This design comes from an exercise in tuning for small area on the open sky130 flow, not from production work.
At most, simulation tests tie the RTL to the original design; equivalence was not proved.

== rev 12 ==
==> module frame_sequencer, before the edit <==
module frame_sequencer
(
    input  logic       clk,
    input  logic       rstn,
    input  logic       head_flag,
    output logic       start,
    output logic       filter_en,
    output logic       update_en,
    output logic       out_load,
    output logic       last_upd
);
    logic [4:0] s;
    assign start     = (s == 5'd0) && head_flag;
    assign filter_en = (s >= 5'd2) && (s <= 5'd9);
    assign update_en = (s >= 5'd10) && (s <= 5'd17);
    assign out_load  = (s == 5'd10);
    assign last_upd  = (s == 5'd17);
    always_ff @(posedge clk or negedge rstn)
    begin
        if (!rstn)
            s <= 5'd0;
        else if (s == 5'd0)
        begin
            if (head_flag)
                s <= 5'd1;
        end
        else if (s == 5'd18)
        begin
            if (!head_flag)
                s <= 5'd0;
        end
        else
            s <= s + 5'd1;
    end
endmodule
==> module ref_delay_line, before the edit <==
module ref_delay_line
(
    input  logic               clk,
    input  logic               rstn,
    input  logic               start,
    input  logic signed [13:0] reff,
    input  logic [2:0]         ptr,
    output logic signed [13:0] x
);
    logic signed [13:0] taps [8];
    logic [3:0]         nf;
    always_ff @(posedge clk)
    begin
        if (start)
        begin
            taps[0] <= reff;
            for (int i = 1; i < 8; i++)
                taps[i] <= taps[i-1];
        end
    end
    always_ff @(posedge clk or negedge rstn)
    begin
        if (!rstn)
            nf <= 4'd0;
        else if (start && !nf[3])
            nf <= nf + 4'd1;
    end
    always_ff @(posedge clk)
        x <= (nf[3] || (ptr < nf[2:0])) ? taps[ptr] : 14'sd0;
endmodule
==> module lms_channel, before the edit <==
module lms_channel
(
    input  logic               clk,
    input  logic               start,
    input  logic               filter_en,
    input  logic               update_en,
    input  logic               wv,
    input  logic signed [13:0] primary,
    input  logic [6:0]         neg,
    input  logic [6:0]         one,
    input  logic [6:0]         two,
    output logic signed [13:0] err
);
    logic signed [15:0] w [8];
    logic signed [32:0] acc;
    logic signed [15:0] w_rd;
    logic signed [15:0] m;
    logic signed [32:0] addend;
    logic signed [32:0] t;
    logic signed [20:0] y;
    assign w_rd = wv ? w[0] : 16'sd0;
    assign y = ~acc[32:12];
    always_comb
    begin
        if (y[20:13] != {8{y[13]}})
            err = y[20] ? -14'sd8192 : 14'sd8191;
        else
            err = y[13:0];
    end
    assign m      = filter_en ? w_rd : (update_en ? 16'(err) : 16'sd0);
    assign addend = update_en ? {2'b00, w_rd, 15'd0} : acc;
    anc_mac mac_i (
        .m   (m),
        .neg (neg),
        .one (one),
        .two (two),
        .add (addend),
        .t   (t)
    );
    always_ff @(posedge clk)
    begin
        if (start)
            acc <= {{7{~primary[13]}}, ~primary, 12'd0};
        else if (filter_en)
            acc <= t;
    end
    always_ff @(posedge clk)
    begin
        w[0] <= w[7];
        w[1] <= update_en ? t[30:15] : w[0];
        for (int i = 2; i < 8; i++)
            w[i] <= w[i-1];
    end
endmodule
==> flow/config.mk <==
export PLATFORM = sky130hd
export DESIGN_NAME = anc_top
export DESIGN_NICKNAME = anc_top
export VERILOG_FILES = /design/flow/design.v
export SDC_FILE = /design/flow/constraint.sdc
export NUM_CORES = 4
export LEC_CHECK = 0
export CAP_MARGIN = 20
export CORE_MARGIN = 2
export CORE_UTILIZATION = 65
export SLEW_MARGIN = 20
==> flow/constraint.sdc <==
create_clock -name core_clock -period 12.0 [get_ports {clk}]
set_input_delay 2.4000 -clock core_clock [delete_from_list [all_inputs] [get_ports {clk}]]
set_output_delay 2.4000 -clock core_clock [all_outputs]
set_load 0.01 [all_outputs]
standard.sh (not shown) runs the stock make flow with config.mk's settings and CLKGATE_MAP_FILE= SYNTH_SCRIPT=/design/flow/synth_recipe.tcl, a recipe that flattens the netlist after the stock synthesis.
==> flow/flow/run.sh <==
#!/bin/bash
# Layout flow: the standard synthesis and layout, with these changes.
#  1. After the standard synthesis (unchanged), flow/invopt.py chooses signal
#     polarities to save inverters: full-adder cells are self-dual, xor2/xnor2
#     and and/or-type cells have complemented twins, and half adders can be
#     rebuilt from an xor and a 2-input gate. Registers are not touched.
#  2. The layout then runs with the smallest port buffers and a coarser
#     clock tree without dummy loads (flow/layout_args.sh).
# Each step writes its full output to a log file in this folder.
set -euo pipefail
R=orfs/results/sky130hd/anc_top/base
bash standard.sh synth > synth.log 2>&1
cp $R/1_2_yosys.v 1_2_yosys_standard.v
python3 flow/invopt.py 1_2_yosys_standard.v $R/1_2_yosys.v > invopt.log 2>&1
touch $R/1_2_yosys.v
source flow/layout_args.sh
bash standard.sh "${LAYOUT_ARGS[@]}" finish > layout.log 2>&1
Other scripts of this flow, unchanged in this note and not shown: flow/flow/invopt.py, flow/flow/layout_args.sh
Rev 12 finished every stage and its layout cleared the timing, DRC and antenna checks.
Input-level comparison between rev 13 and rev 12:
diff --git a/flow/design.v b/flow/design.v
--- a/flow/design.v
+++ b/flow/design.v
@@ -30,12 +30,27 @@
     output logic       out_load,
     output logic       last_upd
 );
     logic [4:0] s;
     assign start     = (s == 5'd0) && head_flag;
-    assign filter_en = (s >= 5'd2) && (s <= 5'd9);
-    assign update_en = (s >= 5'd10) && (s <= 5'd17);
+    logic       filt_q;
+    logic       upd_q;
+    assign filter_en = filt_q;
+    assign update_en = upd_q;
+    always_ff @(posedge clk or negedge rstn)
+    begin
+        if (!rstn)
+        begin
+            filt_q <= 1'b0;
+            upd_q  <= 1'b0;
+        end
+        else
+        begin
+            filt_q <= start || ((s >= 5'd1) && (s <= 5'd7));    
+            upd_q  <= (s >= 5'd9) && (s <= 5'd16);      
+        end
+    end
     assign out_load  = (s == 5'd10);
     assign last_upd  = (s == 5'd17);
     always_ff @(posedge clk or negedge rstn)
     begin
         if (!rstn)
@@ -69,30 +84,46 @@
     input  logic               start,
     input  logic signed [13:0] reff,
     input  logic [2:0]         ptr,
     output logic signed [13:0] x
 );
-    logic signed [13:0] taps [8];
+    logic signed [13:0] ring [8];
+    logic signed [13:0] xin;
+    logic [2:0]         g;
     logic [3:0]         nf;
+    logic               ins;
+    assign ins = (ptr == ~g);
+    always_ff @(posedge clk)
+    begin
+        ring[0] <= ins ? xin : ring[7];
+        for (int i = 1; i < 8; i++)
+            ring[i] <= ring[i-1];
+    end
     always_ff @(posedge clk)
     begin
         if (start)
         begin
-            taps[0] <= reff;
-            for (int i = 1; i < 8; i++)
-                taps[i] <= taps[i-1];
+            xin <= reff;
+            g   <= g + 3'd1;
         end
     end
     always_ff @(posedge clk or negedge rstn)
     begin
         if (!rstn)
             nf <= 4'd0;
         else if (start && !nf[3])
             nf <= nf + 4'd1;
     end
-    always_ff @(posedge clk)
-        x <= (nf[3] || (ptr < nf[2:0])) ? taps[ptr] : 14'sd0;
+    always_comb
+    begin
+        if (!(nf[3] || (ptr < nf[2:0])))
+            x = 14'sd0;
+        else if (ptr == 3'd0)
+            x = xin;
+        else
+            x = ring[g];
+    end
 endmodule
 module lms_channel
 (
     input  logic               clk,
     input  logic               start,
@@ -110,20 +141,20 @@
     logic signed [15:0] w_rd;
     logic signed [15:0] m;
     logic signed [32:0] addend;
     logic signed [32:0] t;
     logic signed [20:0] y;
-    assign w_rd = wv ? w[0] : 16'sd0;
+    assign w_rd = wv ? w[7] : 16'sd0;
     assign y = ~acc[32:12];
     always_comb
     begin
         if (y[20:13] != {8{y[13]}})
             err = y[20] ? -14'sd8192 : 14'sd8191;
         else
             err = y[13:0];
     end
-    assign m      = filter_en ? w_rd : (update_en ? 16'(err) : 16'sd0);
+    assign m      = filter_en ? w_rd : 16'(err);
     assign addend = update_en ? {2'b00, w_rd, 15'd0} : acc;
     anc_mac mac_i (
         .m   (m),
         .neg (neg),
         .one (one),
@@ -138,13 +169,12 @@
         else if (filter_en)
             acc <= t;
     end
     always_ff @(posedge clk)
     begin
-        w[0] <= w[7];
-        w[1] <= update_en ? t[30:15] : w[0];
-        for (int i = 2; i < 8; i++)
+        w[0] <= update_en ? t[30:15] : w[7];
+        for (int i = 1; i < 8; i++)
             w[i] <= w[i-1];
     end
 endmodule
 module anc_mac
 (
Results
Wire: rev 13 routes more than rev 12. Rev 13 vs. rev 12: post-layout worst setup margin went down by 0.098 ns. Rev 13 against rev 12: relative slew slack saw an increase; sequential share of layout area decreased by 3.3 points relative to the old numbers; global-route usage picked up an extra 1.1 points. Against rev 12, rev 13 comes in 3.2 points higher on layout-stage area growth over the synthesis result. Taking rev 12 as the reference point, the flip-flop and latch count of rev 13 rises by 5.
Function not checked in rev 13: the RTL went through the layout flow alone.

========
anc_top, a different RTL version from the one above (not shown whole).
Size: about 60 I/O pins, roughly 27000 um2 of cells after synthesis.
==> module frame_sequencer, before the edit <==
module frame_sequencer
(
    input  logic       clk,
    input  logic       rstn,
    input  logic       head_flag,
    output logic       start,
    output logic       filter_en,
    output logic       update_en,
    output logic       out_load,
    output logic       last_upd
);
    logic [4:0] s;
    assign start     = (s == 5'd0) && head_flag;
    logic       filt_q;
    logic       upd_q;
    assign filter_en = filt_q;
    assign update_en = upd_q;
    always_ff @(posedge clk or negedge rstn)
    begin
        if (!rstn)
        begin
            filt_q <= 1'b0;
            upd_q  <= 1'b0;
        end
        else
        begin
            filt_q <= (s >= 5'd1) && (s <= 5'd8);       
            upd_q  <= (s >= 5'd9) && (s <= 5'd16);      
        end
    end
    assign out_load  = (s == 5'd10);
    assign last_upd  = (s == 5'd17);
    always_ff @(posedge clk or negedge rstn)
    begin
        if (!rstn)
            s <= 5'd0;
        else if (s == 5'd0)
        begin
            if (head_flag)
                s <= 5'd1;
        end
        else if (s == 5'd18)
        begin
            if (!head_flag)
                s <= 5'd0;
        end
        else
            s <= s + 5'd1;
    end
endmodule
==> module lms_channel, before the edit <==
module lms_channel
(
    input  logic               clk,
    input  logic               start,
    input  logic               filter_en,
    input  logic               update_en,
    input  logic               wv,
    input  logic signed [13:0] primary,
    input  logic [6:0]         neg,
    input  logic [6:0]         one,
    input  logic [6:0]         two,
    output logic signed [13:0] err
);
    logic signed [15:0] w [8];
    logic signed [32:0] acc;
    logic signed [15:0] w_rd;
    logic signed [15:0] m;
    logic signed [32:0] addend;
    logic signed [32:0] t;
    logic signed [20:0] y;
    assign w_rd = wv ? w[0] : 16'sd0;
    assign y = ~acc[32:12];
    always_comb
    begin
        if (y[20:13] != {8{y[13]}})
            err = y[20] ? -14'sd8192 : 14'sd8191;
        else
            err = y[13:0];
    end
    assign m      = filter_en ? w_rd : 16'(err);
    assign addend = update_en ? {2'b00, w_rd, 15'd0} : acc;
    anc_mac mac_i (
        .m   (m),
        .neg (neg),
        .one (one),
        .two (two),
        .add (addend),
        .t   (t)
    );
    always_ff @(posedge clk)
    begin
        if (start)
            acc <= {{7{~primary[13]}}, ~primary, 12'd0};
        else if (filter_en)
            acc <= t;
    end
    always_ff @(posedge clk)
    begin
        w[0] <= w[7];
        w[1] <= update_en ? t[30:15] : w[0];
        for (int i = 2; i < 8; i++)
            w[i] <= w[i-1];
    end
endmodule
Settings: LEC_CHECK=0, CAP_MARGIN=20, CORE_MARGIN=2, CORE_UTILIZATION=65, SLEW_MARGIN=20; clock period 12.0 ns.
Scripts as last shown in full above: flow/flow/run.sh
Other scripts of this flow, unchanged in this note and not shown: flow/flow/invopt.py, flow/flow/layout_args.sh
==> next run, changes <==
--- a/flow/design.v
+++ b/flow/design.v
@@ -29,29 +29,14 @@
     output logic       update_en,
     output logic       out_load,
     output logic       last_upd
 );
     logic [4:0] s;
     assign start     = (s == 5'd0) && head_flag;
-    logic       filt_q;
-    logic       upd_q;
-    assign filter_en = filt_q;
-    assign update_en = upd_q;
-    always_ff @(posedge clk or negedge rstn)
-    begin
-        if (!rstn)
-        begin
-            filt_q <= 1'b0;
-            upd_q  <= 1'b0;
-        end
-        else
-        begin
-            filt_q <= (s >= 5'd1) && (s <= 5'd8);       
-            upd_q  <= (s >= 5'd9) && (s <= 5'd16);      
-        end
-    end
+    assign filter_en = (s >= 5'd2) && (s <= 5'd9);
+    assign update_en = (s >= 5'd10) && (s <= 5'd17);
     assign out_load  = (s == 5'd10);
     assign last_upd  = (s == 5'd17);
     always_ff @(posedge clk or negedge rstn)
     begin
         if (!rstn)
             s <= 5'd0;
@@ -83,32 +68,48 @@
     input  logic               rstn,
     input  logic               start,
     input  logic signed [13:0] reff,
     input  logic [2:0]         ptr,
     output logic signed [13:0] x
 );
-    logic signed [13:0] taps [8];
+    logic signed [13:0] ring [8];
+    logic signed [13:0] xin;
+    logic [2:0]         g;
     logic [3:0]         nf;
+    logic               ins;
+    assign ins = (ptr == ~g);
+    always_ff @(posedge clk)
+    begin
+        ring[0] <= ins ? xin : ring[7];
+        for (int i = 1; i < 8; i++)
+            ring[i] <= ring[i-1];
+    end
     always_ff @(posedge clk)
     begin
         if (start)
         begin
-            taps[0] <= reff;
-            for (int i = 1; i < 8; i++)
-                taps[i] <= taps[i-1];
+            xin <= reff;
+            g   <= g + 3'd1;
         end
     end
     always_ff @(posedge clk or negedge rstn)
     begin
         if (!rstn)
             nf <= 4'd0;
         else if (start && !nf[3])
             nf <= nf + 4'd1;
     end
     always_ff @(posedge clk)
-        x <= (nf[3] || (ptr < nf[2:0])) ? taps[ptr] : 14'sd0;
+    begin
+        if (!(nf[3] || (ptr < nf[2:0])))
+            x <= 14'sd0;
+        else if (ptr == 3'd0)
+            x <= xin;
+        else
+            x <= ring[g];
+    end
 endmodule
 module lms_channel
 (
     input  logic               clk,
     input  logic               start,
     input  logic               filter_en,
@@ -133,13 +134,13 @@
     begin
         if (y[20:13] != {8{y[13]}})
             err = y[20] ? -14'sd8192 : 14'sd8191;
         else
             err = y[13:0];
     end
-    assign m      = filter_en ? w_rd : 16'(err);
+    assign m      = filter_en ? w_rd : (update_en ? 16'(err) : 16'sd0);
     assign addend = update_en ? {2'b00, w_rd, 15'd0} : acc;
     anc_mac mac_i (
         .m   (m),
         .neg (neg),
         .one (one),
         .two (two),
Result: Global-route usage grows by 2.4 points; cell area grows by 1.6%; final cell count grows by 6.1%; register-to-register slack loses 0.21 ns; setup slack loses 0.21 ns; first-iteration DRC count shrinks by 15%.
No functional check of the RTL was part of any run of this note.

## port drivers added, routing unchanged
The flow's constraints put no driver on any port. The routed layouts listed below were extracted and timed again, unchanged, in two steps.
Step 1 sets driving cells, clkbuf_16 on the clock port and buf_2 on the other inputs (assumed; they add their load-dependent delay and slew).
Step 2 also shifts input and output timing later by t, the mid clock arrival at the registers, as if the neighbouring blocks saw the same clock.
Three values: no drivers, after step 1, after step 2; two values: the first two.
run	shift t [ns]	setup WS [ns]	worst setup path after step 2	slew at the worst register clock pin (ns)	worst slew at a driven data input, ns
rev 12	0.628	0.465 / 0.465 / 0.465	register to register	0.11 / 0.11	0.14
rev 13	0.634	0.367 / 0.367 / 0.367	register to register	0.11 / 0.11	0.04
the first run of note 2	0.625	0.544 / 0.544 / 0.544	register to register	0.11 / 0.11	0.06
the second run of note 2	0.615	0.335 / 0.335 / 0.335	register to register	0.11 / 0.11	0.05
After both steps every run listed still meets setup and hold.
